What follows belongs to an exercise in optimizing a design on an open flow for small area and a short achievable clock period; a production flow would make more cautious choices.
In this exercise RTL edits were held to simulation tests only and were not proved equivalent to the original.
Power and IR drop assume default switching activity.

==> flow/design.v <==
package ram_peri_pkg;
  typedef enum logic {INIT, RUN} state_e;
  localparam int CFillSeed = 1;
  function automatic logic [31:0] lfsr_taps(input int w);
    lfsr_taps = (w == 2)  ? 32'h0000_0003 :
                (w == 3)  ? 32'h0000_0006 :
                (w == 4)  ? 32'h0000_000C :
                (w == 5)  ? 32'h0000_0014 :
                (w == 6)  ? 32'h0000_0030 :
                (w == 7)  ? 32'h0000_0060 :
                (w == 8)  ? 32'h0000_00B8 :
                (w == 16) ? 32'h0000_B400 :
                (w == 32) ? 32'hA300_0000 :
                            32'h0000_00B8;
  endfunction
endpackage
module ram_peri_rd_pipe #(
  parameter int CDataLen = 16,
  parameter int CGrp = 4,
  parameter int COffLen = 2
) (
  input  logic                           clk,
  input  logic                           rst,
  input  logic                           en,
  input  logic                           vld_in,
  input  logic [CGrp-1:0][CDataLen-1:0]  grp_in,
  input  logic [COffLen-1:0]             off_in,
  input  logic                           old_hit_in,
  input  logic [CDataLen-1:0]            old_data_in,
  input  logic                           new_hit_in,
  input  logic [CDataLen-1:0]            new_data_in,
  output logic                           vld_out,
  output logic [CDataLen-1:0]            data_out
);
  logic                          vld0_q, old_hit0_q, new_hit0_q;
  logic [CGrp-1:0][CDataLen-1:0] grp0_q;
  logic [COffLen-1:0]            off0_q;
  logic [CDataLen-1:0]           old_data0_q, new_data0_q, word;
  always_ff @(posedge clk) begin
    if (en) begin
      grp0_q <= grp_in;
      off0_q <= off_in;
      old_hit0_q <= old_hit_in;
      old_data0_q <= old_data_in;
      new_hit0_q <= new_hit_in;
      new_data0_q <= new_data_in;
    end
  end
  assign word = new_hit0_q ? new_data0_q : old_hit0_q ? old_data0_q : grp0_q[off0_q];
  always_ff @(posedge clk) begin
    if (rst) begin
      vld0_q <= 1'b0;
      vld_out <= 1'b0;
      data_out <= '0;
    end else if (en) begin
      vld0_q <= vld_in;
      vld_out <= vld0_q;
      if (vld0_q) data_out <= word;
    end
  end
endmodule
import ram_peri_pkg::*;
module ram_peri_dec #(
  parameter int CLen = 8,
  parameter int CN = 224
) (
  input  logic            en,
  input  logic [CLen-1:0] idx,
  output logic [CN-1:0]   sel
);
  localparam int CHiLen = CLen / 2;
  localparam int CLoLen = CLen - CHiLen;
  logic [(1<<CHiLen)-1:0] hi;
  logic [(1<<CLoLen)-1:0] lo;
  for (genvar h = 0; h < (1 << CHiLen); h++) begin : g_hi
    assign hi[h] = en && idx[CLen-1 -: CHiLen] == CHiLen'(h);
  end
  for (genvar l = 0; l < (1 << CLoLen); l++) begin : g_lo
    assign lo[l] = idx[CLoLen-1:0] == CLoLen'(l);
  end
  for (genvar i = 0; i < CN; i++) begin : g_sel
    assign sel[i] = hi[i >> CLoLen] && lo[i % (1 << CLoLen)];
  end
endmodule
module ram_peri_dp #(
  parameter int CAddrLen = 8,
  parameter int CDataLen = 16,
  parameter int CDepth = 224,
  parameter int CRdLat = 2,
  parameter int CWrFirst = 1
) (
  input  logic                AClkH,
  input  logic                AResetH,
  input  logic                AClkHEn,
  input  logic [CAddrLen-1:0] AAddrWr,
  input  logic [CDataLen-1:0] AMosi,
  input  logic                AWrEn,
  input  logic [CAddrLen-1:0] AAddrRd,
  input  logic                ARdEn,
  output logic [CDataLen-1:0] AMiso,
  output logic                AMisoVld,
  output logic                ABusy
);
  localparam int COffLen = 3;
  localparam int CGrp = 1 << COffLen;
  localparam int CNGrp = CDepth / CGrp;
  localparam logic [CAddrLen:0] CDepthW = (CAddrLen+1)'(CDepth);
  localparam logic [CAddrLen-1:0] CLast = CAddrLen'(CDepth - 1);
  logic                          run_q, busy_q;
  logic [CAddrLen-1:0]           cnt_q;
  logic [CDataLen-1:0]           mem_q [CDepth];
  logic [CDataLen-1:0]           fill, wr_data;
  logic [CGrp-1:0][CDataLen-1:0] rd_grp;
  logic [CNGrp-1:0]              rd_sel;
  logic [CDepth-1:0]             wr_sel;
  logic [CAddrLen-1:0]           wr_idx;
  logic                          wr_hit, wr_en, coll;
  logic                          wb_vld_q;
  logic [CAddrLen-1:0]           wb_addr_q;
  logic [CDataLen-1:0]           wb_data_q;
  localparam logic [CDataLen-1:0] CTaps = CDataLen'(ram_peri_pkg::lfsr_taps(CDataLen));
  logic [CDataLen-1:0] lfsr_q;
  always_ff @(posedge AClkH)
    if (AResetH) lfsr_q <= CDataLen'(CFillSeed);
    else if (AClkHEn && !run_q) lfsr_q <= (lfsr_q >> 1) ^ (lfsr_q[0] ? CTaps : '0);
  assign fill = lfsr_q;
  always_ff @(posedge AClkH) begin
    if (AResetH) begin
      run_q <= 1'b0;
      busy_q <= 1'b1;
      cnt_q <= '0;
    end else if (AClkHEn && !run_q) begin
      cnt_q <= cnt_q + 1'b1;
      run_q <= cnt_q == CLast;
      busy_q <= cnt_q != CLast;
    end
  end
  assign ABusy = busy_q;
  assign wr_hit = {1'b0, AAddrWr} < CDepthW;
  assign wr_en = !AResetH && AClkHEn && (run_q ? AWrEn && wr_hit : 1'b1);
  assign wr_idx = run_q ? AAddrWr : cnt_q;
  assign wr_data = run_q ? AMosi : fill;
  always_ff @(posedge AClkH) begin
    wb_vld_q <= wr_en;
    wb_addr_q <= wr_idx;
    wb_data_q <= wr_data;
  end
  ram_peri_dec #(.CLen(CAddrLen), .CN(CDepth)) u_wr_dec (.en(wb_vld_q), .idx(wb_addr_q), .sel(wr_sel));
  for (genvar i = 0; i < CDepth; i++) begin : g_word
    always_ff @(posedge AClkH) if (wr_sel[i]) mem_q[i] <= wb_data_q;
  end
  ram_peri_dec #(.CLen(CAddrLen-COffLen), .CN(CNGrp)) u_rd_dec (
    .en (1'b1),
    .idx(AAddrRd[CAddrLen-1:COffLen]),
    .sel(rd_sel)
  );
  always_comb begin
    rd_grp = '0;
    for (int g = 0; g < CNGrp; g++)
      for (int k = 0; k < CGrp; k++)
        rd_grp[k] = rd_grp[k] | (mem_q[g*CGrp+k] & {CDataLen{rd_sel[g]}});
  end
  assign coll = AWrEn && wr_hit && AAddrWr == AAddrRd;
  ram_peri_rd_pipe #(.CDataLen(CDataLen), .CGrp(CGrp), .COffLen(COffLen)) u_rd_pipe (
    .clk     (AClkH),
    .rst     (AResetH),
    .en      (AClkHEn),
    .vld_in  (run_q && ARdEn),
    .grp_in  (rd_grp),
    .off_in  (AAddrRd[COffLen-1:0]),
    .old_hit_in (wb_vld_q && wb_addr_q == AAddrRd),
    .old_data_in(wb_data_q),
    .new_hit_in (coll),
    .new_data_in(AMosi),
    .vld_out (AMisoVld),
    .data_out(AMiso)
  );
endmodule
==> flow/run.sh <==
#!/bin/bash
# synth_recipe.tcl (not shown) runs the flow's synth.tcl, then flattens the netlist and writes it again
# the make line also repeats each setting of config.mk as NAME=value (left out here)
make -C /OpenROAD-flow-scripts/flow DESIGN_CONFIG=/design/flow/config.mk WORK_HOME=/design/flow/orfs CLKGATE_MAP_FILE= SYNTH_SCRIPT=/design/flow/synth_recipe.tcl finish
==> flow/config.mk <==
export PLATFORM = sky130hd
export DESIGN_NAME = ram_peri_dp
export DESIGN_NICKNAME = ram_peri_dp
export VERILOG_FILES = /design/flow/design.v
export SDC_FILE = /design/flow/constraint.sdc
export NUM_CORES = 4
export LEC_CHECK = 0
export CAP_MARGIN = 20
export CORE_MARGIN = 2
export CORE_UTILIZATION = 55
export CTS_CLUSTER_DIAMETER = 60
export CTS_CLUSTER_SIZE = 25
export SETUP_SLACK_MARGIN = 1.2
export SLEW_MARGIN = 20
export SYNTH_HIERARCHICAL = 1
==> flow/constraint.sdc <==
create_clock -name core_clock -period 3.6 [get_ports {AClkH}]
set_input_delay 0.7200 -clock core_clock [delete_from_list [all_inputs] [get_ports {AClkH}]]
set_output_delay 0.7200 -clock core_clock [all_outputs]
set_load 0.01 [all_outputs]
==> results.txt, run 1 <==
worst-skew pair later-pin latency 0.94 ns; initial core utilization 55.2%; Die Area 0.256 mm2; Ports 55; hold buffers post-CTS 0; Crit path largest cell delay 0.62 ns; pin count of the biggest net entering global routing 142; CTS Buffer Depth 3; Post-Synth Adder-Cell Area 0.00903%; Max-Cap Viols 0; compound-gate portion of the synthesized area 10.4%; post-synth top area cell edfxtp_1; num rows 184; number of global-route vias before repair 78300; worst hold-check path type primary input to flop; fin. max-slew vios 0; post-route clock period utilization 71.7%; initial antenna violation count 39; first-pass GRT wire length 655000 um; Routed Antenna Nets 0; die height 506 um; Non-Filler Instances 11500; mux contribution to synthesized area 0.576%; Root Driver clkbuf_16; Layout Nets 8048; post-synthesis xor/xnor area fraction 0.133%; main combinational cell family by area after synthesis compound AO/OA/AOI/OAI gates; R2R Path Start wb_addr_q[6]; top cell type's share of synthesized area 81.3%; total negative slack 0 ns; gr ovfl total 0; maximum vdd drop 0.571 mV; final WL 484000 um; clk sinks 3818; vias 83900; dpl cell area 0.150 mm2; crit-path cells nand3b_1 -> buf_12 -> nor3_2 -> buf_4; skew final 0.0423 ns; Finished Cell Area 0.159 mm2; P_leak 50.0 nW; 1st-pass router iterations 6; Yosys cell types 49; GPL Wtd Cong 0.871; Final min period 2.58 ns; fmax 387 MHz; Total GRT Usage 37.3%; Cells after Synth 7391; Final setup viols 0; H-tree depth 4; Placed Instances 11100; 1st-iter DRT viols 16500; core area 0.251 mm2; Async SR Flop Fraction 0%; top_reg_cell synth edfxtp_1; Ys Warns 9; synth top area cells edfxtp_1 81%, a22oi_1 9.7%, nand4_1 1.8%, dfxtp_1 1.0%, buf_2 0.77%; Mean Syn Cell Area 18.7 um2; Final Hold Slack 0.240 ns; drt wl/cell 42.0 um; hold wc startpoint AClkHEn; Crit Path Max Fanout 64; CTS Buf Count 207; min setup slack post-route 1.02 ns; Port Buffers 54; Crit-path slowest cell dfxtp_2; P per Cell Area 496 mW/mm2; CTS tree done; clk slew on worst S/H paths 0.10 ns; simple-gate share of the synthesized area 4.51%; synthesized area 0.139 mm2; Slew @ Worst Pin 1.24 ns; sequential area share after synthesis 82.3%; DPL Wire Length 278000 um; Synth Register Bits 3818; final hold viol count 0; dpl ws -0.173 ns; Remaining DRCs 0; CP Class flop to flop; kind of start point of the critical path flop; vias per cell 7.28; Critical Path Sink Type flop; Post-synth EDFFs 3749; CP Data Arrival Time 3.16 ns; share of layout cells above drive strength 1 19.7%; die width 506 um; synthesis-to-finish area growth 14.9%; worst setup path startpoint wb_addr_q[6]; status timing/DRC/antenna clean; CP required 4.18 ns; RSZ-0062 raised after global routing true; Slew headroom 17.4%
==> placed cells by master, fill, tap and decap left out, types with 10 or more instances in the layout <==
master	netlist	final
dfxtp_1	69	29
mux2_2	49	49
dfxtp_2	0	12
clkbuf_1	130	11
nand3b_1	20	20
clkinv_2	0	15
buf_4	29	533
clkinv_4	0	16
nor2b_1	17	17
a21oi_1	36	36
nor2_4	0	28
or4_1	131	127
diode_2	0	14
nor3_4	0	60
mux2_1	21	21
xnor2_1	21	21
bufinv_16	0	16
inv_8	0	21
inv_16	0	11
clkbuf_16	0	212
clkinvlp_4	0	20
nand2_1	180	179
edfxtp_1	3749	3749
a22oi_2	0	15
buf_8	0	12
buf_12	1	233
dlygate4sd2_1	0	17
o221ai_2	10	10
inv_6	0	21
dfxtp_4	0	28
nor3_2	50	164
a311o_1	16	16
a22oi_1	1792	1777
clkinv_8	0	13
a211oi_1	19	16
nand4_1	390	390
o22ai_1	16	16
buf_6	73	68
clkdlybuf4s50_1	0	29
o31ai_2	10	10
==> per-layer routing <==
metal	track usage (%)	up-vias	part of all wire, %
met3	8.81	1005	14
met4	12.8	22	4.0
met2	55.9	6842	45
met5	0	-	0.038
li1	-	32400	-
met1	54.1	43700	37
==> cell usage after synthesis, types with 2 or more instances <==
master     count
edfxtp_1    3749
a22oi_1     1792
nand4_1      390
buf_2        213
nand2_1      180
nor3_1       176
or4_1        131
clkbuf_1     130
buf_6         73
dfxtp_1       69
buf_1         63
nor3_2        50
mux2_2        49
a21oi_1       36
nor2_1        36
buf_4         29
mux2_1        21
xnor2_1       21
nand3b_1      20
a211oi_1      19
nor2b_1       17
a311o_1       16
o22ai_1       16
o221ai_2      10
o31ai_2       10
nand4bb_1      9
nand2b_1       8
nand4b_1       8
o31ai_1        8
o221ai_1       6
o21ai_0        5
inv_1          4
nand3_1        4
or4b_1         4
or3_1          3
and2_1         2
or2_2          2
==> final cells by class <==
cell class                 count  area [um2]
inverter                       4        15.0
tap                         3348        4190
timing repair buffer         909       10300
multi-input combinational   3070       23400
sequential                  3818      114000
clock buffer                 221        5290
clock inverter               146        1840
antenna                       14        35.0
fill                       17400       91700
==> registers in the layout (all words and copies together), names as in the netlist, 3 cells and up <==
name,flops
cnt_q,8
lfsr_q,16
mem_q,3584
u_rd_pipe.data_out,16
u_rd_pipe.grp0_q,128
u_rd_pipe.new_data0_q,16
u_rd_pipe.off0_q,3
u_rd_pipe.old_data0_q,16
wb_addr_q,8
wb_data_q,16
==> metrics by stage <==
| stage | power (mW) | utilization [%] |
|---|---|---|
| 2_1_floorplan | 50.7 | - |
| 3_3_place_gp | 52.1 | 60.0 |
| 3_5_place_dp | 52.1 | 60.0 |
| 4_1_cts | 78.8 | 63.2 |
| 5_1_grt | 80.4 | 63.4 |
| 6_report | 78.9 | 63.4 |
==> report_power, final <==
group | leakage (nW) | switching (mW) | internal [mW]
clock | 3.43 | 15.3 | 12.4
sequential | 34.6 | 0.396 | 48.7
combinational | 11.9 | 1.50 | 0.635
total | 50.0 | 17.2 | 61.7
==> worst paths after layout <==
kind / slack, ns / cells after the start / to
setup reg to reg: 1.02 / 4 / mem_q[70][4]
setup / recovery: 1.02 / 4 / mem_q[70][4]
hold reg to reg: 0.47 / 2 / lfsr_q[6]
hold / removal: 0.24 / 1 / u_rd_pipe.grp0_q[67]
==> worst max-delay path: cells and delay by family (launching register included) <==
kind	cells	cell delay, ns
buffers and inverters	2	0.65
DFF	1	0.62
and+or+nand+nor	2	0.63
==> timing repair <==
action | in CTS | in global routing
resized for setup | 169 | 67
cloned | 9 | 4
endpoints found under the hold margin | 0 | 0
pin swaps | 18 | 18
setup buffers | 43 | 20
setup endpoints to repair | 3147 | 952
==> cell families (layout without fill, tap and decap cells) <==
logic type | Yosys count | in the layout
AO/OA/AOI/OAI | 1920 | 1920
XOR/XNOR | 21 | 21
adder cells (fa/ha/maj) | 1 | 1
buffers and inverters | 514 | 1280
flip-flops | 3818 | 3818
multiplexers | 71 | 71
other | 1 | 22
AND/OR/NAND/NOR | 1045 | 1049
==> run 2, diff against run 1 <==
--- a/flow/design.v
+++ b/flow/design.v
@@ -35,10 +35,10 @@
   logic                          vld0_q, old_hit0_q, new_hit0_q;
   logic [CGrp-1:0][CDataLen-1:0] grp0_q;
-  logic [COffLen-1:0]            off0_q;
+  logic [CGrp-1:0]               off0_q;    
   logic [CDataLen-1:0]           old_data0_q, new_data0_q, word;
   always_ff @(posedge clk) begin
     if (en) begin
       grp0_q <= grp_in;
-      off0_q <= off_in;
+      for (int k = 0; k < CGrp; k++) off0_q[k] <= off_in == COffLen'(k);
       old_hit0_q <= old_hit_in;
       old_data0_q <= old_data_in;
@@ -47,5 +47,10 @@
     end
   end
-  assign word = new_hit0_q ? new_data0_q : old_hit0_q ? old_data0_q : grp0_q[off0_q];
+  always_comb begin
+    word = '0;
+    for (int k = 0; k < CGrp; k++) word = word | (grp0_q[k] & {CDataLen{off0_q[k]}});
+    if (old_hit0_q) word = old_data0_q;
+    if (new_hit0_q) word = new_data0_q;
+  end
   always_ff @(posedge clk) begin
     if (rst) begin
@@ -117,4 +122,5 @@
   logic                          wr_hit, wr_en, coll;
   logic                          wb_vld_q;
+  logic [15:0]                   wb_hi_q, wb_lo_q;   
   logic [CAddrLen-1:0]           wb_addr_q;
   logic [CDataLen-1:0]           wb_data_q;
@@ -145,7 +151,11 @@
     wb_addr_q <= wr_idx;
     wb_data_q <= wr_data;
+    for (int h = 0; h < 16; h++) begin
+      wb_hi_q[h] <= wr_en && wr_idx[7:4] == 4'(h);
+      wb_lo_q[h] <= wr_idx[3:0] == 4'(h);
+    end
   end
-  ram_peri_dec #(.CLen(CAddrLen), .CN(CDepth)) u_wr_dec (.en(wb_vld_q), .idx(wb_addr_q), .sel(wr_sel));
   for (genvar i = 0; i < CDepth; i++) begin : g_word
+    assign wr_sel[i] = wb_hi_q[i/16] && wb_lo_q[i%16];
     always_ff @(posedge AClkH) if (wr_sel[i]) mem_q[i] <= wb_data_q;
   end
==> run 2 against run 1 <==
Against the previous run: clock skew increased by 0.0058 ns; final cell count decreased by 0.36%; non-clock buffer count is 97 lower; count of clock-buffer cells in the layout increased by 13; wire length increased by 0.57%; worst hold slack worse by 0.027 ns; sequential cell count up 35; largest cell class unchanged; highest routed layer unchanged.
==> results.txt, run 2 <==
status timing/DRC/antenna clean; CP Class flop to flop; Ys Warns 9; top_reg_cell synth edfxtp_1; skew final 0.0481 ns; vias 83500; Slew headroom 15.1%; post-route clock period utilization 71.1%; 1st-pass router iterations 6; synthesized area 0.139 mm2; Mean Syn Cell Area 18.9 um2; first-pass GRT wire length 655000 um; final hold viol count 0; Core Util, Final 62.7%; initial antenna violation count 51; worst-skew pair later-pin latency 0.94 ns; post-synth top area cell edfxtp_1; fmax 391 MHz; Layout Nets 7964; most common cell in the netlist edfxtp_1; gr ovfl total 0; total negative slack 0 ns; Port Buffers 54; synthesis-to-finish area growth 13.6%; max reg flops 3584; commonest cells in the netlist 3754 x edfxtp_1, 1790 x a22oi_1, 390 x nand4_1, 225 x and2_1, 194 x buf_2; hold buffers post-CTS 0; Non-Filler Instances 11500; r2r worst-path depth 2; final WL 487000 um; worst setup path startpoint wb_hi_q[13]; P_leak 50.2 nW; Critical Path End mem_q[212][7]; DPL Wire Length 275000 um; worst hold-check path type primary input to flop; fin. max-slew vios 0; Crit Path Max Fanout 10; Die Area 0.256 mm2; Async SR Flop Fraction 0%; Yosys cell types 54; RSZ-0062 raised after global routing false; Routed Antenna Nets 0; top flop regs mem_q (3584), u_rd_pipe.grp0_q (128); Post-synth EDFFs 3754; maximum vdd drop 0.577 mV; clk slew on worst S/H paths 0.09 ns; drt wl/cell 42.4 um; Slew @ Worst Pin 1.27 ns; pin count of the biggest net entering global routing 226; # fillers 17600; Total GRT Usage 37.5%; vias per cell 7.27; H-tree depth 4; commonest non-fill, non-tap cells in the layout 3754 x edfxtp_1, 1764 x a22oi_1, 549 x buf_4, 390 x nand4_1, 220 x clkbuf_16; CP Data Arrival Time 3.17 ns; Ports 55; clk sinks 3853; P per Cell Area 513 mW/mm2; CP required 4.21 ns; GPL Wtd Cong 0.917; Critical Path Sink Type flop; die height 506 um; Cells after Synth 7346; CTS tree done; Final setup viols 0; Most flops, register mem_q; CTS Buf Count 217; Synth Register Bits 3853; Placed Instances 11000; top cell type's share of synthesized area 81.4%; commonest non-fill, non-tap cell in the layout edfxtp_1; dpl ws -0.270 ns; sequential area share after synthesis 82.8%; number of global-route vias before repair 77100; Remaining DRCs 0; initial core utilization 55.2%; CTS Buffer Depth 3; num rows 184; core area 0.251 mm2; R2R Path Start wb_hi_q[13]; Max-Cap Viols 0; reg2reg end mem_q[212][7]; Final min period 2.56 ns; FF-to-FF setup slack 1.04 ns; Root Driver clkbuf_16; share of layout cells above drive strength 1 15.9%; min setup slack post-route 1.04 ns; die width 506 um; 1st-iter DRT viols 17200; synth top area cells edfxtp_1 81%, a22oi_1 9.7%, nand4_1 1.8%, dfxtp_1 1.4%, and2_1 1.0%; kind of start point of the critical path flop
-- run 2: changes by cell type in the layout (fill, tap and decap cells not counted), sizes merged, moves of 20 or more --
cell / delta
a221oi: +32
and2: +224
buf: -101
dfxtp: +30
diode: +20
mux2: -53
nor2: +32
nor3: -210
-- run 2: critical path, cell delays in order (launching register included) --
cell	delay [ns]
dfxtp_1	1.13
and2_1	0.71
buf_4	0.40
-- run 2: routing by layer --
layer  routed length (um)  GRT usage (%)  vias up
li1                     -              -    32000
met1               178000           54.4    43400
met2               215000           55.4     7133
met3                73100           9.85     1013
met4                20900           13.7       40
met5                  286              0        -
-- run 2: worst min path at each step --
stage,from,end,cells past startpoint
6_report,AClkHEn,u_rd_pipe.off0_q[6],1
5_1_grt,AClkHEn,u_rd_pipe.off0_q[6],1
4_1_cts,AClkHEn,u_rd_pipe.off0_q[6],1
3_5_place_dp,lfsr_q[2],lfsr_q[1],2
3_3_place_gp,lfsr_q[4],lfsr_q[3],2
2_1_floorplan,lfsr_q[2],lfsr_q[1],2
-- run 2: repair_timing --
action	in CTS	in global routing
setup endpoints to repair	176	129
cloned	8	1
pin swaps	30	18
setup buffers	66	12
gates resized for setup	66	28
-- run 2: cells by family after synthesis --
logic type / after synthesis / share of synthesized area [%]
DFF: 3853 / 82.8
AOI/OAI and AO/OA: 1919 / 10.5
xor gates and xnor gates: 20 / 0.126
other: 1 / 0.00271
adders and majority gates: 1 / 0.00903
muxes: 25 / 0.199
and+or+nand+nor: 1057 / 4.51
buffers and inverters: 470 / 1.84
-- run 2: area by class of cell --
type	instances	area (um2)	area share, %
inverter	12	47.5	0.0302
clock inverter	165	2170	1.38
tap	3348	4190	2.66
timing repair buffer	812	8820	5.60
sequential	3853	115000	73.0
antenna	34	85.1	0.0541
multi-input combinational	3030	21700	13.8
clock buffer	234	5550	3.53
-- run 2: per-stage QoR --
step                      hold slack [ns]  power (mW)  area [um2]
after floorplan                     0.443        51.1      139000
after global placement              0.451        52.4      148000
after detailed placement            0.463        52.4      148000
after CTS                           0.138        80.6      157000
after global routing                0.166        82.4      157000
final                               0.213        80.8      157000
-- run 2: power breakdown --
part | total, mW | internal, mW | switching, mW
clock | 29.2 | 13.6 | 15.6
sequential | 49.6 | 49.1 | 0.500
combinational | 1.93 | 0.597 | 1.34
==> run 3, diff against run 2 <==
--- a/flow/config.mk
+++ b/flow/config.mk
@@ -11,5 +11,5 @@
 export CTS_CLUSTER_DIAMETER = 60
 export CTS_CLUSTER_SIZE = 25
-export SETUP_SLACK_MARGIN = 1.2
+export SETUP_SLACK_MARGIN = 1.5
 export SLEW_MARGIN = 20
 export SYNTH_HIERARCHICAL = 1
==> run 3 against run 2 <==
Against the previous run: die area is the same; critical endpoint is now u_rd_pipe.grp0_q[117]; count of clock-buffer cells in the layout down 16; critical path depth increased by 8; final cell count increased by 1.6%; global-route usage increased by 2.6 points; sequential power about the same; via count increased by 3.1%; combinational power rose by 19%; fmax rose by 15%; area after synthesis unchanged; sequential cell count did not move; highest routed layer unchanged; total power shrank 1.7%.
==> results.txt, run 3 <==
status timing/DRC/antenna clean; final hold viol count 0; first-pass GRT wire length 692000 um; most common cell in the netlist edfxtp_1; CP Class primary input to flop; hold wc startpoint AClkHEn; post-synthesis xor/xnor area fraction 0.126%; Ys Warns 9; post-synth top area cell edfxtp_1; 1st-pass router iterations 6; clk sinks 3853; worst hold-check path type primary input to flop; WP buf/inv 5; crit-path cells buf_12 -> buf_12 -> nand4b_1 -> buf_12 -> nor2_4 -> bufbuf_16 -> a22oi_1 -> buf_4 -> nand4_1 -> or4_1; dpl cell area 0.149 mm2; Port Buffers 54; initial core utilization 55.2%; simple-gate share of the synthesized area 4.51%; Final setup viols 0; Max-Cap Viols 0; drt wl/cell 45.0 um; CTS Buf Count 205; pin count of the biggest net entering global routing 114; Final min period 2.23 ns; total negative slack 0 ns; Crit path largest cell delay 0.62 ns; hold-critical path endpoint u_rd_pipe.grp0_q[42]; top flop regs mem_q (3584), u_rd_pipe.grp0_q (128); clk slew on worst S/H paths 0.09 ns; fin. max-slew vios 0; P_leak 52.0 nW; Slew @ Worst Pin 1.20 ns; Root Driver clkbuf_16; WHS Path Cells 1; worst-skew pair later-pin latency 0.95 ns; initial antenna violation count 48; Ports 55; Total GRT Usage 40.1%; reg2reg end mem_q[146][15]; H-tree depth 4; synth top area cells edfxtp_1 81%, a22oi_1 9.7%, nand4_1 1.8%, dfxtp_1 1.4%, and2_1 1.0%; top_reg_cell synth edfxtp_1; Critical Path Sink Type flop; RSZ-0062 raised after global routing true; gr ovfl total 0; skew final 0.0636 ns; final WL 525000 um; kind of start point of the critical path primary input; commonest non-fill, non-tap cells in the layout 3754 x edfxtp_1, 1420 x a22oi_1, 578 x buf_4, 390 x nand4_1, 372 x a22oi_2; CTS tree done; Yosys cell types 54; Finished Cell Area 0.163 mm2; CP required 4.40 ns; compound-gate portion of the synthesized area 10.5%; die width 506 um; vias per cell 7.38; commonest cells in the netlist 3754 x edfxtp_1, 1790 x a22oi_1, 390 x nand4_1, 225 x and2_1, 194 x buf_2; sequential area share after synthesis 82.8%; 1st-iter DRT viols 17900; # fillers 16800; r2r worst-path depth 2; Crit Path Max Fanout 8; vias 86100; max reg flops 3584; Post-Synth Adder-Cell Area 0.00903%; Async SR Flop Fraction 0%; Critical Path Stages 10; Mean Syn Cell Area 18.9 um2; Non-Filler Instances 11700; P per Cell Area 487 mW/mm2; top cell type's share of synthesized area 81.4%; DPL Wire Length 269000 um; Crit-path slowest cell nor2_4; Remaining DRCs 0; Most flops, register mem_q; GPL Wtd Cong 0.895; Synth Register Bits 3853; core area 0.251 mm2; CTS Buffer Depth 3; mux contribution to synthesized area 0.199%; synthesized area 0.139 mm2; Routed Antenna Nets 0; CP Data Arrival Time 3.03 ns; crit-path leading delay family buffers and inverters; CP most frequent cell buf_12; R2R Path Start wb_lo_q[2]; main combinational cell family by area after synthesis compound AO/OA/AOI/OAI gates; maximum vdd drop 0.589 mV; Tot Pwr 79.4 mW; commonest non-fill, non-tap cell in the layout edfxtp_1; Cells after Synth 7346; Layout Nets 8178; Post-synth EDFFs 3754; fmax 447 MHz; share of layout cells above drive strength 1 23.0%; Slew headroom 20.0%; FF-to-FF setup slack 1.39 ns; post-route clock period utilization 62.1%; Placed Instances 11000; Die Area 0.256 mm2; synthesis-to-finish area growth 17.7%; die height 506 um; num rows 184; number of global-route vias before repair 79400
-- run 3: cell counts after synthesis --
No cell type changed its count.
-- run 3: layout make-up --
class	count	area, um2	share of cell area (%)
inverters	12	47.5	0.0291
multi-input cells	3034	23600	14.5
well taps	3348	4190	2.57
clock buffers	218	5200	3.19
flip-flops and latches	3853	115000	70.4
clock inverters	142	1730	1.06
repair buffers	1034	13400	8.23
diodes	26	65.1	0.0399
-- run 3: worst max-delay path by stage --
stage | start | endpoint | slack (ns)
final | AAddrRd[3] | u_rd_pipe.grp0_q[117] | 1.37
after global routing | AAddrRd[3] | u_rd_pipe.grp0_q[13] | 1.41
after CTS | u_rd_pipe.data_out[4] | AMiso[4] | 1.23
after detailed placement | AAddrRd[7] | u_rd_pipe.grp0_q[13] | -0.1
after global placement | AAddrRd[4] | u_rd_pipe.grp0_q[32] | -0.04
after floorplan | AAddrRd[7] | u_rd_pipe.grp0_q[74] | 1.32
-- run 3: report_power, final --
part	internal [mW]	switching [mW]	total [mW]
combinational	0.783	1.51	2.29
sequential	49.1	0.508	49.6
clock	12.1	15.4	27.4
total	62.0	17.4	79.4
-- run 3: logic make-up (layout without fill, tap and decap cells) --
family,Yosys count,after routing
AOI/OAI and AO/OA,1919,1919
DFF,3853,3853
adders and majority gates,1,1
buffers and inverters,470,1406
xor gates and xnor gates,20,20
other,1,34
muxes,25,25
and+or+nand+nor,1057,1061
-- run 3: per-layer routing --
metal	vias to the layer above	wire length (um)	track usage [%]
li1	32400	-	-
met1	44500	183000	56.4
met2	7888	226000	57.7
met3	1281	86600	12.9
met4	35	28900	18.3
met5	-	358	0.241
-- run 3: what timing repair did --
| action | in CTS | in global routing |
|---|---|---|
| hold endpoints to repair | 0 | 0 |
| setup endpoints to repair | 686 | 161 |
| setup buffers | 185 | 33 |
| pin swaps | 144 | 159 |
| gates resized for setup | 425 | 299 |
| cloned | 74 | 11 |
| hold buffers | 0 | 0 |
-- run 3: stage by stage --
step	setup WS, ns	hold slack (ns)	util, %
6_report	1.37	0.213	65.0
5_1_grt	1.41	0.191	65.0
4_1_cts	1.23	0.172	64.2
3_5_place_dp	-0.0994	0.465	59.2
3_3_place_gp	-0.0430	0.453	59.2
2_1_floorplan	1.32	0.443	-
==> run 4, diff against run 3 <==
--- a/flow/design.v
+++ b/flow/design.v
@@ -88,4 +88,32 @@
   end
 endmodule
+module ram_peri_andor #(parameter int CN = 8) (
+  input  logic [CN-1:0] d,
+  input  logic [CN-1:0] s,
+  output logic          y
+);
+  assign y = |(d & s);
+endmodule
+module ram_peri_nor2 (input logic a, b, output logic y);
+  assign y = !(a || b);
+endmodule
+module ram_peri_nand2 (input logic a, b, output logic y);
+  assign y = !(a && b);
+endmodule
+module ram_peri_or28 (
+  input  logic [27:0] d,
+  input  logic [27:0] s,
+  output logic        y
+);
+  logic [3:0] l2;
+  logic [1:0] l3;
+  for (genvar j = 0; j < 3; j++) begin : g_l2
+    ram_peri_andor #(.CN(8)) u (.d(d[8*j +: 8]), .s(s[8*j +: 8]), .y(l2[j]));
+  end
+  ram_peri_andor #(.CN(4)) u_l2 (.d(d[27:24]), .s(s[27:24]), .y(l2[3]));
+  ram_peri_nor2 u_l3a (.a(l2[0]), .b(l2[1]), .y(l3[0]));
+  ram_peri_nor2 u_l3b (.a(l2[2]), .b(l2[3]), .y(l3[1]));
+  ram_peri_nand2 u_l4 (.a(l3[0]), .b(l3[1]), .y(y));
+endmodule
 module ram_peri_dp #(
   parameter int CAddrLen = 8,
@@ -107,5 +135,5 @@
   output logic                ABusy
 );
-  localparam int COffLen = 3;
+  localparam int COffLen = 3;    
   localparam int CGrp = 1 << COffLen;
   localparam int CNGrp = CDepth / CGrp;
@@ -165,9 +193,12 @@
     .sel(rd_sel)
   );
-  always_comb begin
-    rd_grp = '0;
-    for (int g = 0; g < CNGrp; g++)
-      for (int k = 0; k < CGrp; k++)
-        rd_grp[k] = rd_grp[k] | (mem_q[g*CGrp+k] & {CDataLen{rd_sel[g]}});
+  for (genvar k = 0; k < CGrp; k++) begin : g_k
+    for (genvar b = 0; b < CDataLen; b++) begin : g_b
+      logic [CNGrp-1:0] col;
+      for (genvar g = 0; g < CNGrp; g++) begin : g_g
+        assign col[g] = mem_q[g*CGrp+k][b];
+      end
+      ram_peri_or28 u_or (.d(col), .s(rd_sel), .y(rd_grp[k][b]));
+    end
   end
   assign coll = AWrEn && wr_hit && AAddrWr == AAddrRd;
--- a/flow/config.mk
+++ b/flow/config.mk
@@ -11,5 +11,5 @@
 export CTS_CLUSTER_DIAMETER = 60
 export CTS_CLUSTER_SIZE = 25
-export SETUP_SLACK_MARGIN = 1.5
+export SETUP_SLACK_MARGIN = 1.2
 export SLEW_MARGIN = 20
 export SYNTH_HIERARCHICAL = 1
==> run 4 against run 3 <==
Against the previous run: still clean on timing, DRC and antenna; largest cell class unchanged; via count is 10% lower; die area is 1.1% lower; wire length is 24% lower; worst hold slack worse by 0.031 ns.
==> results.txt, run 4 <==
Core Util, Final 62.9%; commonest non-fill, non-tap cell in the layout edfxtp_1; internal cell power 62.0 mW; share of layout cells above drive strength 1 14.7%; maximum vdd drop 0.439 mV; die height 503 um; Routed Antenna Nets 0; worst hold-check path type primary input to flop; Slew @ Worst Pin 1.21 ns; Max-Cap Viols 0; H-tree depth 4; synthesis-to-finish area growth 14.0%; first-pass GRT wire length 555000 um; commonest cells in the netlist 3754 x edfxtp_1, 1792 x a22oi_1, 388 x nand4_1, 330 x nor2_1, 294 x nand2_1; Ys Warns 9; Total GRT Usage 31.2%; kind of start point of the critical path primary input; Synth Register Bits 3853; final hold viol count 0; synth top area cells edfxtp_1 82%, a22oi_1 9.8%, nand4_1 1.8%, dfxtp_1 1.4%, and2_1 1.0%; final WL 398000 um; Crit Path Max Fanout 21; die width 503 um; top cell type's share of synthesized area 82.3%; Clock power frac 34.7%; Most flops, register mem_q; Yosys cell types 57; Tot Pwr 78.9 mW; number of global-route vias before repair 72700; Post-Synth Adder-Cell Area 0.00913%; Remaining DRCs 0; Layout Nets 8142; fin. max-slew vios 0; CTS tree done; Slew headroom 19.4%; Placed Instances 11200; Critical Path Sink Type flop; pin count of the biggest net entering global routing 142; initial antenna violation count 29; simple-gate share of the synthesized area 4.94%; multi-input logic area 0.0223 mm2; post-synthesis xor/xnor area fraction 0.134%; core area 0.248 mm2; fmax 402 MHz; Mean Syn Cell Area 18.9 um2; Switch Pwr 16.9 mW; most common cell in the netlist edfxtp_1; GPL Wtd Cong 0.917; FF+latch area 0.115 mm2; Port Buffers 54; top_reg_cell synth edfxtp_1; worst-skew pair later-pin latency 0.92 ns; CTS Buffer Depth 3; mux contribution to synthesized area 0.178%; compound-gate portion of the synthesized area 10.7%; vias per cell 6.65; RSZ-0062 raised after global routing true; CP Class primary input to flop; CTS Buf Count 210; # fillers 17500; drt wl/cell 34.2 um; Root Driver clkbuf_16; main combinational cell family by area after synthesis compound AO/OA/AOI/OAI gates; Post-synth EDFFs 3754; gr ovfl total 0; Non-Filler Instances 11600; CP required 4.26 ns; initial core utilization 55.2%; top flop regs mem_q (3584), u_rd_pipe.grp0_q (128); vias 77300; sequential area share after synthesis 83.7%; Ports 55; Async SR Flop Fraction 0%; clk sinks 3853; Die Area 0.253 mm2; clk slew on worst S/H paths 0.10 ns; P_leak 50.1 nW; Final setup viols 0; P per Cell Area 505 mW/mm2; Comb pwr share 2.5%; status timing/DRC/antenna clean; synthesized area 0.137 mm2; skew final 0.0520 ns; num rows 183; post-route clock period utilization 69.1%; post-synth top area cell edfxtp_1; DPL Wire Length 247000 um; Cells after Synth 7231; max reg flops 3584; 1st-iter DRT viols 11000; Final min period 2.49 ns; Net Sw Frac 21.4%; 1st-pass router iterations 6; Seq pwr share 62.8%; commonest non-fill, non-tap cells in the layout 3754 x edfxtp_1, 1777 x a22oi_1, 497 x buf_4, 388 x nand4_1, 294 x nand2_1; CP Data Arrival Time 3.15 ns
run 4: changes by cell type in the layout (fill, tap and decap cells not counted), sizes merged, moves of 7 or more:
cell         change
dlygate4sd2     +15
nor2           +270
buf            -294
bufbuf          -28
clkbuf           +7
or4            -126
nor3            -10
inv              +9
nand2          +123
run 4: worst paths after layout:
check,startpoint,to,slack [ns],depth (start not counted)
setup / recovery,AAddrRd[6],u_rd_pipe.grp0_q[127],1.11,13
hold / removal,AClkHEn,u_rd_pipe.grp0_q[8],0.18,1
setup reg to reg,wb_lo_q[2],mem_q[2][10],1.18,1
hold reg to reg,lfsr_q[4],lfsr_q[4],0.48,2
run 4: critical path: stages:
cell,delay [ns]
clkdlybuf4s50_1,0.45
buf_4,0.17
nand2b_1,0.17
buf_12,0.17
buf_4,0.13
nor2_4,0.04
buf_12,0.15
buf_4,0.20
a22oi_1,0.17
nand4_1,0.26
nor2_2,0.20
buf_4,0.15
nand2_1,0.05
run 4: kinds of logic after synthesis:
| logic type | after synthesis |
|---|---|
| mux | 22 |
| flops | 3853 |
| simple gates | 1319 |
| buf+inv | 81 |
| xor+xnor | 21 |
| other cells | 1 |
| fa+ha+maj | 1 |
| compound gates | 1933 |
run 4: power by group through the flow:
stage,logic (mW),registers [mW],clock network [mW]
6_report,1.94,49.6,27.4
5_1_grt,2.03,49.6,29.2
4_1_cts,1.90,49.5,27.7
3_5_place_dp,1.89,50.6,0
3_3_place_gp,1.87,50.6,0
2_1_floorplan,0.625,50.4,0
run 4: metal layers:
metal | share of wire, % | track usage, %
met1 | 41 | 45.6
met2 | 47 | 48.2
met5 | 0.0095 | 0
met4 | 3.5 | 10.5
met3 | 8.9 | 5.19
run 4: per-stage QoR:
stage                     hold WS, ns  setup TNS [ns]  cell area (um2)  setup slack [ns]
after floorplan                 0.443               0           137000             0.198
after global placement          0.460               0           149000            0.0222
after detailed placement        0.464         -0.0206           149000           -0.0177
after CTS                       0.129               0           156000             0.886
after global routing            0.140               0           156000              1.13
final                           0.182               0           156000              1.11
run 4: layout make-up:
| type | count | area share, % |
|---|---|---|
| Antenna cell | 24 | 0.0384 |
| Inverter | 10 | 0.0256 |
| Tap cell | 3330 | 2.67 |
| Clock inverter | 147 | 1.06 |
| Sequential cell | 3853 | 73.5 |
| Clock buffer | 235 | 3.51 |
| Timing Repair Buffer | 725 | 4.91 |
| Multi-Input combinational cell | 3304 | 14.3 |
run 4: timing repair:
item	CTS	global route
cloned	0	1
endpoints found under the hold margin	0	0
pin swaps	9	25
resized for setup	95	47
hold buffers	0	0
setup endpoints to repair	437	101
buffers inserted	1	6
run 4: per-module statistics from Yosys (local to each module, per instance), a selection:
| module | cells | times used |
|---|---|---|
| ram_peri_nor2 | 1 | 256 |
| ram_peri_nand2 | 1 | 128 |
| ram_peri_dp | 4143 | 1 |
==> run 5, diff against run 4 <==
--- a/flow/design.v
+++ b/flow/design.v
@@ -33,5 +33,5 @@
   output logic [CDataLen-1:0]            data_out
 );
-  logic                          vld0_q, old_hit0_q, new_hit0_q;
+  logic                          vld0_q, old_sel0_q, new_sel0_q;
   logic [CGrp-1:0][CDataLen-1:0] grp0_q;
   logic [CGrp-1:0]               off0_q;    
@@ -40,16 +40,19 @@
     if (en) begin
       grp0_q <= grp_in;
-      for (int k = 0; k < CGrp; k++) off0_q[k] <= off_in == COffLen'(k);
-      old_hit0_q <= old_hit_in;
+      for (int k = 0; k < CGrp; k++) off0_q[k] <= off_in == COffLen'(k) && !old_hit_in && !new_hit_in;
+      old_sel0_q <= old_hit_in && !new_hit_in;
       old_data0_q <= old_data_in;
-      new_hit0_q <= new_hit_in;
+      new_sel0_q <= new_hit_in;
       new_data0_q <= new_data_in;
     end
   end
-  always_comb begin
-    word = '0;
-    for (int k = 0; k < CGrp; k++) word = word | (grp0_q[k] & {CDataLen{off0_q[k]}});
-    if (old_hit0_q) word = old_data0_q;
-    if (new_hit0_q) word = new_data0_q;
+  for (genvar b = 0; b < CDataLen; b++) begin : g_b
+    logic [CGrp+1:0] d;
+    for (genvar k = 0; k < CGrp; k++) begin : g_k
+      assign d[k] = grp0_q[k][b];
+    end
+    assign d[CGrp] = old_data0_q[b];
+    assign d[CGrp+1] = new_data0_q[b];
+    ram_peri_andor #(.CN(CGrp+2)) u_or (.d(d), .s({new_sel0_q, old_sel0_q, off0_q}), .y(word[b]));
   end
   always_ff @(posedge clk) begin
--- a/flow/config.mk
+++ b/flow/config.mk
@@ -11,5 +11,5 @@
 export CTS_CLUSTER_DIAMETER = 60
 export CTS_CLUSTER_SIZE = 25
-export SETUP_SLACK_MARGIN = 1.2
+export SETUP_SLACK_MARGIN = 1.7
 export SLEW_MARGIN = 20
 export SYNTH_HIERARCHICAL = 1
==> run 5 against run 4 <==
Against the previous run: still clean on timing, DRC and antenna; non-clock buffer count shrank 5; largest cell class unchanged; register-to-register slack gained 0.32 ns; area after synthesis is essentially flat; die area is essentially flat; clock power is essentially flat.
==> results.txt, run 5 <==
Critical Path Sink Type output pin; Ports 55; # fillers 17100; first-pass GRT wire length 575000 um; top cell type's share of synthesized area 82.3%; drt wl/cell 36.9 um; met3 global-route usage 5.63%; initial core utilization 55.2%; top_reg_cell synth edfxtp_1; P_leak 51.0 nW; gr ovfl total 0; met1 Use GR 46.8%; Port Buffers 54; H-tree depth 4; Clock power frac 34.6%; max reg flops 3584; Post-synth EDFFs 3754; Cells after Synth 7234; clk slew on worst S/H paths 0.10 ns; crit-path cells buf_6; Crit-path slowest cell dfxtp_4; Total GRT Usage 32.6%; clk sinks 3853; worst-skew pair later-pin latency 0.91 ns; most common cell in the netlist edfxtp_1; crit-path leading delay family flip-flops; Routed Antenna Nets 0; Crit Path Max Fanout 2; Net Sw Frac 21.8%; die height 503 um; Final Hold Slack 0.253 ns; fin. max-slew vios 0; min setup slack post-route 1.41 ns; Async SR Flop Fraction 0%; DPL Wire Length 243000 um; Finished Cell Area 0.160 mm2; Remaining DRCs 0; synthesized area 0.137 mm2; Yosys cell types 53; final WL 429000 um; worst hold-check path type primary input to flop; commonest cells in the netlist 3754 x edfxtp_1, 1840 x a22oi_1, 404 x nand4_1, 332 x nor2_1, 294 x nand2_1; Crit path largest cell delay 0.43 ns; CP required 2.88 ns; 1st-iter DRT viols 12900; Mean Syn Cell Area 18.9 um2; Die Area 0.253 mm2; RSZ-0062 raised after global routing true; die width 503 um; share of layout cells above drive strength 1 20.1%; CTS tree done; total negative slack 0 ns; vias per cell 6.81; Layout Nets 8154; post-route clock period utilization 60.9%; Ys Warns 9; status timing/DRC/antenna clean; CTS Buffer Depth 3; Comb pwr share 2.8%; vias 79100; pin count of the biggest net entering global routing 149; fmax 456 MHz; top flop regs mem_q (3584), u_rd_pipe.grp0_q (128); commonest non-fill, non-tap cell in the layout edfxtp_1; WP buf/inv 1; CP Data Arrival Time 1.47 ns; dpl cell area 0.147 mm2; Most flops, register mem_q; core area 0.248 mm2; dpl ws -0.316 ns; P per Cell Area 496 mW/mm2; Switch Pwr 17.3 mW; sequential area share after synthesis 83.8%; Final setup viols 0; Placed Instances 11000; initial antenna violation count 27; commonest non-fill, non-tap cells in the layout 3754 x edfxtp_1, 1679 x a22oi_1, 404 x nand4_1, 342 x buf_4, 244 x clkbuf_16; met2 Track Usage GR 50.7%; CTS Buf Count 211; Final min period 2.19 ns; 1st-pass router iterations 6; Slew @ Worst Pin 1.14 ns; Synth Register Bits 3853; synthesis-to-finish area growth 16.7%; Slew headroom 23.9%; num rows 183; CP Class flop to output pin; FF-to-FF setup slack 1.50 ns; skew final 0.0427 ns; Root Driver clkbuf_16; Max-Cap Viols 0; GR peak layer met2; final hold viol count 0; GPL Wtd Cong 0.875; maximum vdd drop 0.535 mV; Non-Filler Instances 11600; Seq pwr share 62.6%; post-synth top area cell edfxtp_1; number of global-route vias before repair 73400; synth top area cells edfxtp_1 82%, a22oi_1 10%, nand4_1 1.8%, dfxtp_1 1.4%, and2_1 1.0%; internal cell power 62.0 mW; kind of start point of the critical path flop
[run 5: timing repair]
item | CTS | global route
gates cloned | 30 | 34
pin swaps | 74 | 280
setup endpoints to repair | 3205 | 264
gates resized for setup | 510 | 384
hold buffers | 0 | 0
buffers inserted | 78 | 71
[run 5: final timing paths]
path / to / startpoint / cells past startpoint
max: AMiso[12] / u_rd_pipe.data_out[12] / 1
min: u_rd_pipe.grp0_q[110] / AClkHEn / 1
max reg2reg: u_rd_pipe.data_out[5] / u_rd_pipe.off0_q[7] / 7
min reg2reg: lfsr_q[5] / lfsr_q[6] / 2
[run 5: layout make-up]
| class | instances | area (um2) | share of cell area [%] |
|---|---|---|---|
| tap | 3330 | 4170 | 2.61 |
| inverter | 8 | 30.0 | 0.0188 |
| clock inverter | 153 | 1630 | 1.02 |
| multi-input combinational | 3322 | 24100 | 15.1 |
| clock buffer | 226 | 5420 | 3.39 |
| sequential | 3853 | 115000 | 71.8 |
| antenna | 11 | 27.5 | 0.0172 |
| timing repair buffer | 720 | 9610 | 6.01 |
[run 5: power groups by stage]
stage          Combinational, mW  Clock, mW  Sequential, mW
4_1_cts                     2.05       27.6            49.6
2_1_floorplan              0.629          0            50.4
3_5_place_dp                1.85          0            50.6
6_report                    2.23       27.4            49.6
3_3_place_gp                1.82          0            50.6
5_1_grt                     2.30       29.1            49.6
[run 5: cell families after synthesis]
family	Yosys count	synth area share (%)
flops	3853	83.8
compound gates	1948	10.8
simple gates	1321	4.92
buf+inv	66	0.228
mux	23	0.185
xor+xnor	21	0.134
fa+ha+maj	1	0.00913
other cells	1	0.00274
[run 5: per-module statistics from Yosys, one instance, submodules excluded, excerpt]
module	cells inside	cell area (um2)
ram_peri_dp	4143	112000
ram_peri_nand2	1	3.75
ram_peri_nor2	1	3.75
[run 5: per-stage QoR]
stage | total power, mW | util [%]
final | 79.2 | 64.4
after global placement | 52.4 | 59.1
after global routing | 81.0 | 64.4
after detailed placement | 52.5 | 59.1
after CTS | 79.2 | 63.2
after floorplan | 51.1 | -
[run 5: routing by layer]
layer	part of all wire [%]	vias up
met4	4.2	2
met5	0.0030	-
met3	11	594
li1	-	32400
met1	38	41300
met2	47	4795
==> run 6, diff against run 5 <==
--- a/flow/config.mk
+++ b/flow/config.mk
@@ -11,5 +11,5 @@
 export CTS_CLUSTER_DIAMETER = 60
 export CTS_CLUSTER_SIZE = 25
-export SETUP_SLACK_MARGIN = 1.7
+export SETUP_SLACK_MARGIN = 2.0
 export SLEW_MARGIN = 20
 export SYNTH_HIERARCHICAL = 1
==> run 6 against run 5 <==
Against the previous run: area after synthesis unchanged; via count rose by 2.2%; largest cell class unchanged; global-route usage up 2.5 points; utilization up 2.1 points; worst hold slack lost 0.016 ns; critical path depth stayed put; register-to-register slack got worse by 0.03 ns.
==> results.txt, run 6 <==
Cells after Synth 7234; RSZ-0062 raised after global routing true; crit-path leading delay family flip-flops; Final setup viols 0; worst-skew pair later-pin latency 0.91 ns; commonest non-fill, non-tap cell in the layout edfxtp_1; top cell type's share of synthesized area 82.3%; commonest non-fill, non-tap cells in the layout 3754 x edfxtp_1, 1463 x a22oi_1, 404 x nand4_1, 377 x a22oi_2, 340 x buf_4; Max-Cap Viols 0; r2r worst-path depth 8; P per Cell Area 482 mW/mm2; max reg flops 3584; fmax 454 MHz; Final min period 2.20 ns; R2R Path Start u_rd_pipe.off0_q[7]; CTS tree done; Slew @ Worst Pin 0.974 ns; H-tree depth 4; DPL Wire Length 243000 um; kind of start point of the critical path flop; worst hold-check path type primary input to flop; worst setup path startpoint u_rd_pipe.data_out[10]; main combinational cell family by area after synthesis compound AO/OA/AOI/OAI gates; GR peak layer met2; sequential area share after synthesis 83.8%; top flop regs mem_q (3584), u_rd_pipe.grp0_q (128); skew final 0.0434 ns; share of layout cells above drive strength 1 25.3%; mux contribution to synthesized area 0.185%; Yosys cell types 53; Ys Warns 9; Die Area 0.253 mm2; Total GRT Usage 35.1%; met2 Track Usage GR 53.9%; Post-synth EDFFs 3754; die height 503 um; post-route clock period utilization 61.1%; commonest cells in the netlist 3754 x edfxtp_1, 1840 x a22oi_1, 404 x nand4_1, 332 x nor2_1, 294 x nand2_1; number of global-route vias before repair 75200; reg2reg end u_rd_pipe.data_out[12]; initial antenna violation count 23; 1st-pass router iterations 7; simple-gate share of the synthesized area 4.92%; P_leak 53.0 nW; Most flops, register mem_q; first-pass GRT wire length 610000 um; WP buf/inv 1; dpl ws -0.316 ns; initial core utilization 55.2%; Layout Nets 8333; Tot Pwr 79.6 mW; Remaining DRCs 0; fin. max-slew vios 0; Root Driver clkbuf_16; Port Buffers 54; clk sinks 3853; Placed Instances 11000; Critical Path Stages 1; dpl cell area 0.147 mm2; Synth Register Bits 3853; Routed Antenna Nets 0; status timing/DRC/antenna clean; CP Class flop to output pin; post-synthesis xor/xnor area fraction 0.134%; pin count of the biggest net entering global routing 149; final WL 459000 um; Crit path largest cell delay 0.44 ns; 1st-iter DRT viols 12800; Slew headroom 35.1%; post-synth top area cell edfxtp_1; FF-to-FF setup slack 1.47 ns; drt wl/cell 38.9 um; min setup slack post-route 1.40 ns; Finished Cell Area 0.165 mm2; met1 Use GR 48.7%; Critical Path Sink Type output pin; top_reg_cell synth edfxtp_1; synthesized area 0.137 mm2; Crit Path Max Fanout 2; CP required 2.88 ns; CTS Buf Count 211; die width 503 um; CP Data Arrival Time 1.48 ns; Async SR Flop Fraction 0%; most common cell in the netlist edfxtp_1; gr ovfl total 0; clk slew on worst S/H paths 0.10 ns; Mean Syn Cell Area 18.9 um2; synth top area cells edfxtp_1 82%, a22oi_1 10%, nand4_1 1.8%, dfxtp_1 1.4%, and2_1 1.0%; hold buffers post-CTS 0; crit-path cells buf_6; compound-gate portion of the synthesized area 10.8%; Crit-path slowest cell dfxtp_4; maximum vdd drop 0.528 mV; num rows 183; CTS Buffer Depth 3; Ports 55; core area 0.248 mm2; Critical Path End AMiso[10]; vias 80800; Non-Filler Instances 11800; GPL Wtd Cong 0.875; Post-Synth Adder-Cell Area 0.00914%; final hold viol count 0; met3 global-route usage 7.98%; vias per cell 6.85; synthesis-to-finish area growth 20.5%; Core Util, Final 66.5%
[run 6: layout make-up]
class                           count  area, um2
Antenna cell                        9       22.5
Timing Repair Buffer              899      13200
Tap cell                         3330       4170
Fill cell                       16400      83200
Sequential cell                  3853     115000
Multi-Input combinational cell   3322      25600
Clock inverter                    153       1630
Clock buffer                      226       5420
Inverter                            8       30.0
[run 6: cell families (layout without fill, tap and decap cells)]
family,count (synthesis),after routing
AO/OA/AOI/OAI,1948,1948
XOR/XNOR,21,21
adder cells (fa/ha/maj),1,1
buffers and inverters,66,1286
flip-flops,3853,3853
multiplexers,23,23
other,1,17
AND/OR/NAND/NOR,1321,1321
[run 6: modules after synthesis (local to each module, per instance), a selection]
module          cell area, um2  cells inside  times used  flops+latches
ram_peri_nand2            3.75             1         128              0
ram_peri_dp             112000          4143           1           3665
ram_peri_nor2             3.75             1         256              0
[run 6: how the worst min path moves through the flow]
stage	start	slack, ns	endpoint	cells after the start
2_1_floorplan	lfsr_q[2]	0.44	lfsr_q[1]	2
3_3_place_gp	lfsr_q[3]	0.45	lfsr_q[2]	2
3_5_place_dp	lfsr_q[6]	0.46	lfsr_q[5]	2
4_1_cts	AClkHEn	0.19	u_rd_pipe.grp0_q[98]	1
5_1_grt	AClkHEn	0.21	u_rd_pipe.new_sel0_q	1
6_report	AClkHEn	0.24	u_rd_pipe.new_sel0_q	1
[run 6: metal layers]
metal | up-vias | wire (um)
li1 | 32800 | -
met1 | 42200 | 167000
met2 | 5052 | 212000
met3 | 758 | 54800
met4 | 16 | 25700
met5 | - | 94
[run 6: worst reg2reg max path, stage by stage (launching register included)]
cell and delay, ns:
edfxtp_1 0.45, buf_6 0.16, clkbuf_16 0.16, buf_6 0.12, a22o_4 0.29, a221oi_4 0.49, nand4_1 0.19, nand3_1 0.12
a21oi_2 0.07
[run 6: through the flow]
| step | TNS (ns) | hold slack [ns] |
|---|---|---|
| CTS | 0 | 0.189 |
| detailed placement | -1.18 | 0.463 |
| finish | 0 | 0.237 |
| floorplan | 0 | 0.443 |
| global route | 0 | 0.213 |
| global placement | -0.871 | 0.454 |
[run 6: power breakdown]
| part | internal [mW] | switching, mW | leakage, nW |
|---|---|---|---|
| Combinational | 0.826 | 1.67 | 13.9 |
| Clock | 12.2 | 15.3 | 3.44 |
| Sequential | 49.1 | 0.489 | 35.6 |
| Total | 62.1 | 17.5 | 53.0 |
[run 6: repair_timing]
item | in CTS | in global routing
endpoints found under the setup margin | 5176 | 879
pin swaps | 400 | 334
gates resized for setup | 1224 | 333
setup buffers | 194 | 81
cloned | 82 | 35
==> run 7, diff against run 6 <==
--- a/flow/config.mk
+++ b/flow/config.mk
@@ -11,5 +11,5 @@
 export CTS_CLUSTER_DIAMETER = 60
 export CTS_CLUSTER_SIZE = 25
-export SETUP_SLACK_MARGIN = 2.0
+export SETUP_SLACK_MARGIN = 1.55
 export SLEW_MARGIN = 20
 export SYNTH_HIERARCHICAL = 1
==> run 7 against run 6 <==
Against the previous run: non-clock buffer count decreased by 349; via count decreased by 5.0%; global-route usage decreased by 3.4 points; sequential cell count unchanged; wire length decreased by 12%; count of clock-buffer cells in the layout unchanged; combinational power decreased by 21%; clock skew increased by 0.0034 ns; utilization decreased by 4.0 points; register-to-register slack improved by 0.04 ns; critical path depth unchanged; largest power group unchanged.
==> results.txt, run 7 <==
DPL Wire Length 243000 um; RSZ-0062 raised after global routing true; final hold viol count 0; min setup slack post-route 1.42 ns; fmax 458 MHz; WHS Path Cells 1; simple-gate share of the synthesized area 4.92%; crit-path leading delay family flip-flops; Layout Nets 7984; worst-skew pair later-pin latency 0.91 ns; Final Hold Slack 0.258 ns; Seq pwr share 62.9%; top flop regs mem_q (3584), u_rd_pipe.grp0_q (128); post-synth top area cell edfxtp_1; FF+latch area 0.115 mm2; Switch Pwr 17.1 mW; mux contribution to synthesized area 0.185%; pin count of the biggest net entering global routing 149; Final min period 2.18 ns; first-pass GRT wire length 562000 um; Mean Syn Cell Area 18.9 um2; synthesized area 0.137 mm2; synth top area cells edfxtp_1 82%, a22oi_1 10%, nand4_1 1.8%, dfxtp_1 1.4%, and2_1 1.0%; fin. max-slew vios 0; Final setup viols 0; commonest non-fill, non-tap cells in the layout 3754 x edfxtp_1, 1836 x a22oi_1, 404 x nand4_1, 339 x buf_4, 288 x nand2_1; CP Data Arrival Time 1.46 ns; final WL 403000 um; CTS Buf Count 211; Crit-path slowest cell dfxtp_4; multi-input logic area 0.0227 mm2; vias 76800; Async SR Flop Fraction 0%; die height 503 um; die width 503 um; Ports 55; CTS Buffer Depth 3; maximum vdd drop 0.528 mV; Yosys cell types 53; r2r worst-path depth 2; Clock power frac 34.6%; Critical Path Stages 1; Port Buffers 54; core area 0.248 mm2; commonest cells in the netlist 3754 x edfxtp_1, 1840 x a22oi_1, 404 x nand4_1, 332 x nor2_1, 294 x nand2_1; most common cell in the netlist edfxtp_1; P per Cell Area 509 mW/mm2; drt wl/cell 35.2 um; worst hold-check path type primary input to flop; gr ovfl total 0; Slew headroom 24.2%; number of global-route vias before repair 72700; 1st-iter DRT viols 11400; initial core utilization 55.2%; Routed Antenna Nets 0; compound-gate portion of the synthesized area 10.8%; Slew @ Worst Pin 1.14 ns; GPL Wtd Cong 0.875; P_leak 49.3 nW; Comb pwr share 2.5%; top cell type's share of synthesized area 82.3%; Crit Path Max Fanout 2; vias per cell 6.71; Tot Pwr 78.9 mW; main combinational cell family by area after synthesis compound AO/OA/AOI/OAI gates; Ys Warns 9; total negative slack 0 ns; CTS tree done; Cells after Synth 7234; dpl ws -0.316 ns; status timing/DRC/antenna clean; H-tree depth 4; 1st-pass router iterations 6; WP buf/inv 1; post-synthesis xor/xnor area fraction 0.134%; CP Class flop to output pin; crit-path cells buf_6; Most flops, register mem_q; sequential area share after synthesis 83.8%; Post-Synth Adder-Cell Area 0.00914%; kind of start point of the critical path flop; top_reg_cell synth edfxtp_1; initial antenna violation count 20; num rows 183; Die Area 0.253 mm2; CP required 2.88 ns; share of layout cells above drive strength 1 14.4%; post-route clock period utilization 60.6%; Synth Register Bits 3853; max reg flops 3584; Remaining DRCs 0; hold buffers post-CTS 0; internal cell power 61.8 mW; Max-Cap Viols 0; Root Driver clkbuf_16; Crit path largest cell delay 0.43 ns; Total GRT Usage 31.7%; clk sinks 3853; Critical Path Sink Type output pin; # fillers 17600; clk slew on worst S/H paths 0.10 ns; skew final 0.0468 ns; synthesis-to-finish area growth 13.2%; Post-synth EDFFs 3754; Net Sw Frac 21.6%; commonest non-fill, non-tap cell in the layout edfxtp_1
-- run 7: cell counts after synthesis --
Identical to the previous run, type by type.
-- run 7: Yosys stat by module (local to each module, per instance), excerpt --
module | cells inside | flops+latches
ram_peri_dp | 4143 | 3665
ram_peri_nand2 | 1 | 0
ram_peri_nor2 | 1 | 0
-- run 7: layout make-up --
cell class	count	share of cell area, %
antenna	15	0.0242
clock inverter	153	1.05
timing repair buffer	550	4.04
inverter	8	0.0194
tap	3330	2.69
multi-input combinational	3322	14.6
sequential	3853	74.0
clock buffer	226	3.49
-- run 7: through the flow --
step / instances / utilization (%) / cell area, um2
after floorplan: 7241 / - / 137000
after global placement: 11000 / 59.1 / 147000
after detailed placement: 11000 / 59.1 / 147000
after CTS: 11400 / 62.4 / 155000
after global routing: 11400 / 62.5 / 155000
final: 11500 / 62.5 / 155000
-- run 7: final timing paths --
check,start,to,slack [ns]
setup / recovery,u_rd_pipe.data_out[8],AMiso[8],1.42
hold / removal,AClkHEn,u_rd_pipe.grp0_q[110],0.26
setup reg to reg,wb_hi_q[12],mem_q[201][3],1.51
hold reg to reg,lfsr_q[6],lfsr_q[5],0.47
-- run 7: repair_timing --
item	in CTS	in global routing
endpoints found under the setup margin	2021	408
gates cloned	9	1
setup buffers	26	7
pin swaps	22	12
resized for setup	285	68
-- run 7: logic make-up after synthesis --
kind of cell               count (synthesis)
AOI/OAI and AO/OA                       1948
other                                      1
DFF                                     3853
muxes                                     23
and+or+nand+nor                         1321
adders and majority gates                  1
xor gates and xnor gates                  21
buffers and inverters                     66
-- run 7: metal layers --
layer | vias up | track usage, % | part of all wire [%]
li1 | 32000 | - | -
met1 | 40200 | 45.8 | 39
met2 | 4093 | 49.5 | 47
met3 | 513 | 5.53 | 10
met4 | 8 | 10.5 | 3.4
met5 | - | 0 | 0.011
-- run 7: power by group through the flow --
stage / clock [mW] / sequential [mW] / combinational (mW)
2_1_floorplan: 0 / 50.4 / 0.629
3_3_place_gp: 0 / 50.6 / 1.82
3_5_place_dp: 0 / 50.6 / 1.85
4_1_cts: 27.6 / 49.6 / 1.95
5_1_grt: 29.1 / 49.6 / 2.07
6_report: 27.3 / 49.6 / 1.98
==> run 8, diff against run 7 <==
--- a/flow/config.mk
+++ b/flow/config.mk
@@ -11,5 +11,5 @@
 export CTS_CLUSTER_DIAMETER = 60
 export CTS_CLUSTER_SIZE = 25
-export SETUP_SLACK_MARGIN = 1.55
+export SETUP_SLACK_MARGIN = 1.45
 export SLEW_MARGIN = 20
 export SYNTH_HIERARCHICAL = 1
==> run 8 against run 7 <==
Against the previous run: still clean; clock skew is 0.0041 ns lower; utilization is 0.10 points lower; fmax is 3.7% lower; area after synthesis stayed put; non-clock buffer count is 13 lower; clock power hardly changed; synthesized cell count stayed put; final area is 0.17% lower; largest cell class unchanged; largest power group unchanged; highest routed layer unchanged.
==> results.txt, run 8 <==
worst-skew pair later-pin latency 0.91 ns; vias per cell 6.72; fmax 441 MHz; P per Cell Area 510 mW/mm2; multi-input logic area 0.0227 mm2; hold wc startpoint AClkHEn; FF+latch area 0.115 mm2; Die Area 0.253 mm2; post-synth top area cell edfxtp_1; worst hold-check path type primary input to flop; Total GRT Usage 31.5%; simple-gate share of the synthesized area 4.92%; CP Data Arrival Time 2.78 ns; die height 503 um; initial antenna violation count 18; status timing/DRC/antenna clean; r2r worst-path depth 2; Post-Synth Adder-Cell Area 0.00914%; Max-Cap Viols 0; Mean Syn Cell Area 18.9 um2; 1st-pass router iterations 6; WP buf/inv 1; post-synthesis xor/xnor area fraction 0.134%; main combinational cell family by area after synthesis compound AO/OA/AOI/OAI gates; Layout Nets 7971; # fillers 17600; sequential area share after synthesis 83.8%; max reg flops 3584; FF-to-FF setup slack 1.33 ns; Crit path largest cell delay 1.05 ns; initial core utilization 55.2%; top_reg_cell synth edfxtp_1; Comb pwr share 2.5%; core area 0.248 mm2; commonest non-fill, non-tap cell in the layout edfxtp_1; RSZ-0062 raised after global routing true; Most flops, register mem_q; Seq pwr share 62.9%; GPL Wtd Cong 0.875; Final setup viols 0; synthesis-to-finish area growth 13.1%; R2R Path Start wb_hi_q[8]; Crit-path slowest cell and2_1; share of layout cells above drive strength 1 13.7%; Tot Pwr 78.9 mW; 1st-iter DRT viols 11100; final hold viol count 0; Cells after Synth 7234; CP Class flop to flop; P_leak 49.2 nW; Ports 55; Slew @ Worst Pin 1.24 ns; mux contribution to synthesized area 0.185%; internal cell power 61.8 mW; CTS Buffer Depth 3; Net Sw Frac 21.6%; synthesized area 0.137 mm2; synth top area cells edfxtp_1 82%, a22oi_1 10%, nand4_1 1.8%, dfxtp_1 1.4%, and2_1 1.0%; CTS tree done; die width 503 um; total negative slack 0 ns; clk slew on worst S/H paths 0.09 ns; clk sinks 3853; Synth Register Bits 3853; DPL Wire Length 243000 um; Port Buffers 54; H-tree depth 4; maximum vdd drop 0.528 mV; kind of start point of the critical path flop; Ys Warns 9; commonest cells in the netlist 3754 x edfxtp_1, 1840 x a22oi_1, 404 x nand4_1, 332 x nor2_1, 294 x nand2_1; drt wl/cell 35.1 um; reg2reg end mem_q[130][11]; first-pass GRT wire length 559000 um; Final min period 2.27 ns; hold-critical path endpoint u_rd_pipe.new_sel0_q; Crit Path Max Fanout 16; vias 76900; Switch Pwr 17.1 mW; num rows 183; most common cell in the netlist edfxtp_1; WHS Path Cells 1; crit-path cells buf_4 -> and2_1; crit-path leading delay family simple AND/OR/NAND/NOR gates; number of global-route vias before repair 72600; Yosys cell types 53; Async SR Flop Fraction 0%; final WL 403000 um; Routed Antenna Nets 0; post-route clock period utilization 63.0%; top cell type's share of synthesized area 82.3%; hold buffers post-CTS 0; CTS Buf Count 211; gr ovfl total 0; CP required 4.11 ns; compound-gate portion of the synthesized area 10.8%; Root Driver clkbuf_16; Remaining DRCs 0; Clock power frac 34.6%; Slew headroom 17.6%; skew final 0.0427 ns; top flop regs mem_q (3584), u_rd_pipe.grp0_q (128); Critical Path Sink Type flop; Post-synth EDFFs 3754; commonest non-fill, non-tap cells in the layout 3754 x edfxtp_1, 1833 x a22oi_1, 404 x nand4_1, 334 x buf_4, 288 x nand2_1; fin. max-slew vios 0; pin count of the biggest net entering global routing 149
[run 8: cell counts after synthesis]
Identical to the previous run, type by type.
[run 8: what timing repair did]
| action | in CTS | in global routing |
|---|---|---|
| buffers inserted | 15 | 5 |
| gates cloned | 6 | 3 |
| pin swaps | 10 | 25 |
| endpoints found under the setup margin | 1421 | 193 |
| gates resized for setup | 227 | 61 |
[run 8: how the worst max path moves through the flow]
stage          slack, ns                     to              startpoint  cells past startpoint
2_1_floorplan       0.23    u_rd_pipe.grp0_q[0]              AAddrRd[5]                      6
3_3_place_gp       -0.23   u_rd_pipe.grp0_q[31]              AAddrRd[4]                     11
3_5_place_dp       -0.32   u_rd_pipe.grp0_q[31]              AAddrRd[4]                     11
4_1_cts             1.34  u_rd_pipe.data_out[1]     u_rd_pipe.off0_q[1]                      4
5_1_grt             1.37              AMiso[12]  u_rd_pipe.data_out[12]                      1
6_report            1.33         mem_q[130][11]              wb_hi_q[8]                      2
[run 8: logic make-up after synthesis]
family          Yosys count
compound gates         1948
xor+xnor                 21
fa+ha+maj                 1
buf+inv                  66
flops                  3853
mux                      23
other cells               1
simple gates           1321
[run 8: final cells by class]
class / count / area share (%)
antenna: 25 / 0.0404
sequential: 3853 / 74.2
clock buffer: 226 / 3.50
tap: 3330 / 2.69
multi-input combinational: 3322 / 14.6
clock inverter: 153 / 1.05
timing repair buffer: 537 / 3.91
inverter: 8 / 0.0194
[run 8: metrics by stage]
stage / std cells / hold WS, ns / util [%] / instance area (um2) / setup slack (ns)
3_3_place_gp: 11000 / 0.454 / 59.1 / 147000 / -0.228
3_5_place_dp: 11000 / 0.463 / 59.1 / 147000 / -0.316
2_1_floorplan: 7241 / 0.443 / - / 137000 / 0.233
5_1_grt: 11400 / 0.215 / 62.4 / 155000 / 1.37
6_report: 11500 / 0.252 / 62.4 / 155000 / 1.33
4_1_cts: 11400 / 0.185 / 62.2 / 154000 / 1.34
[run 8: power by group through the flow]
| stage | combinational [mW] | clock (mW) | sequential [mW] |
|---|---|---|---|
| 2_1_floorplan | 0.629 | 0 | 50.4 |
| 3_5_place_dp | 1.85 | 0 | 50.6 |
| 5_1_grt | 2.05 | 29.1 | 49.6 |
| 6_report | 1.96 | 27.3 | 49.6 |
| 4_1_cts | 1.91 | 27.6 | 49.6 |
| 3_3_place_gp | 1.82 | 0 | 50.6 |
[run 8: modules after synthesis (local to each module, per instance), a selection]
module | flip-flops and latches | cells inside | cell area, um2
ram_peri_nand2 | 0 | 1 | 3.75
ram_peri_nor2 | 0 | 1 | 3.75
ram_peri_dp | 3665 | 4143 | 112000
[run 8: layer usage]
metal,global-route usage [%],routed length (um),up-vias,share of wire (%)
met2,49.3,189000,4087,47
met4,10.1,14500,4,3.6
met3,5.41,39800,522,9.9
met5,0,22,-,0.0055
li1,-,-,32000,-
met1,45.7,159000,40300,39
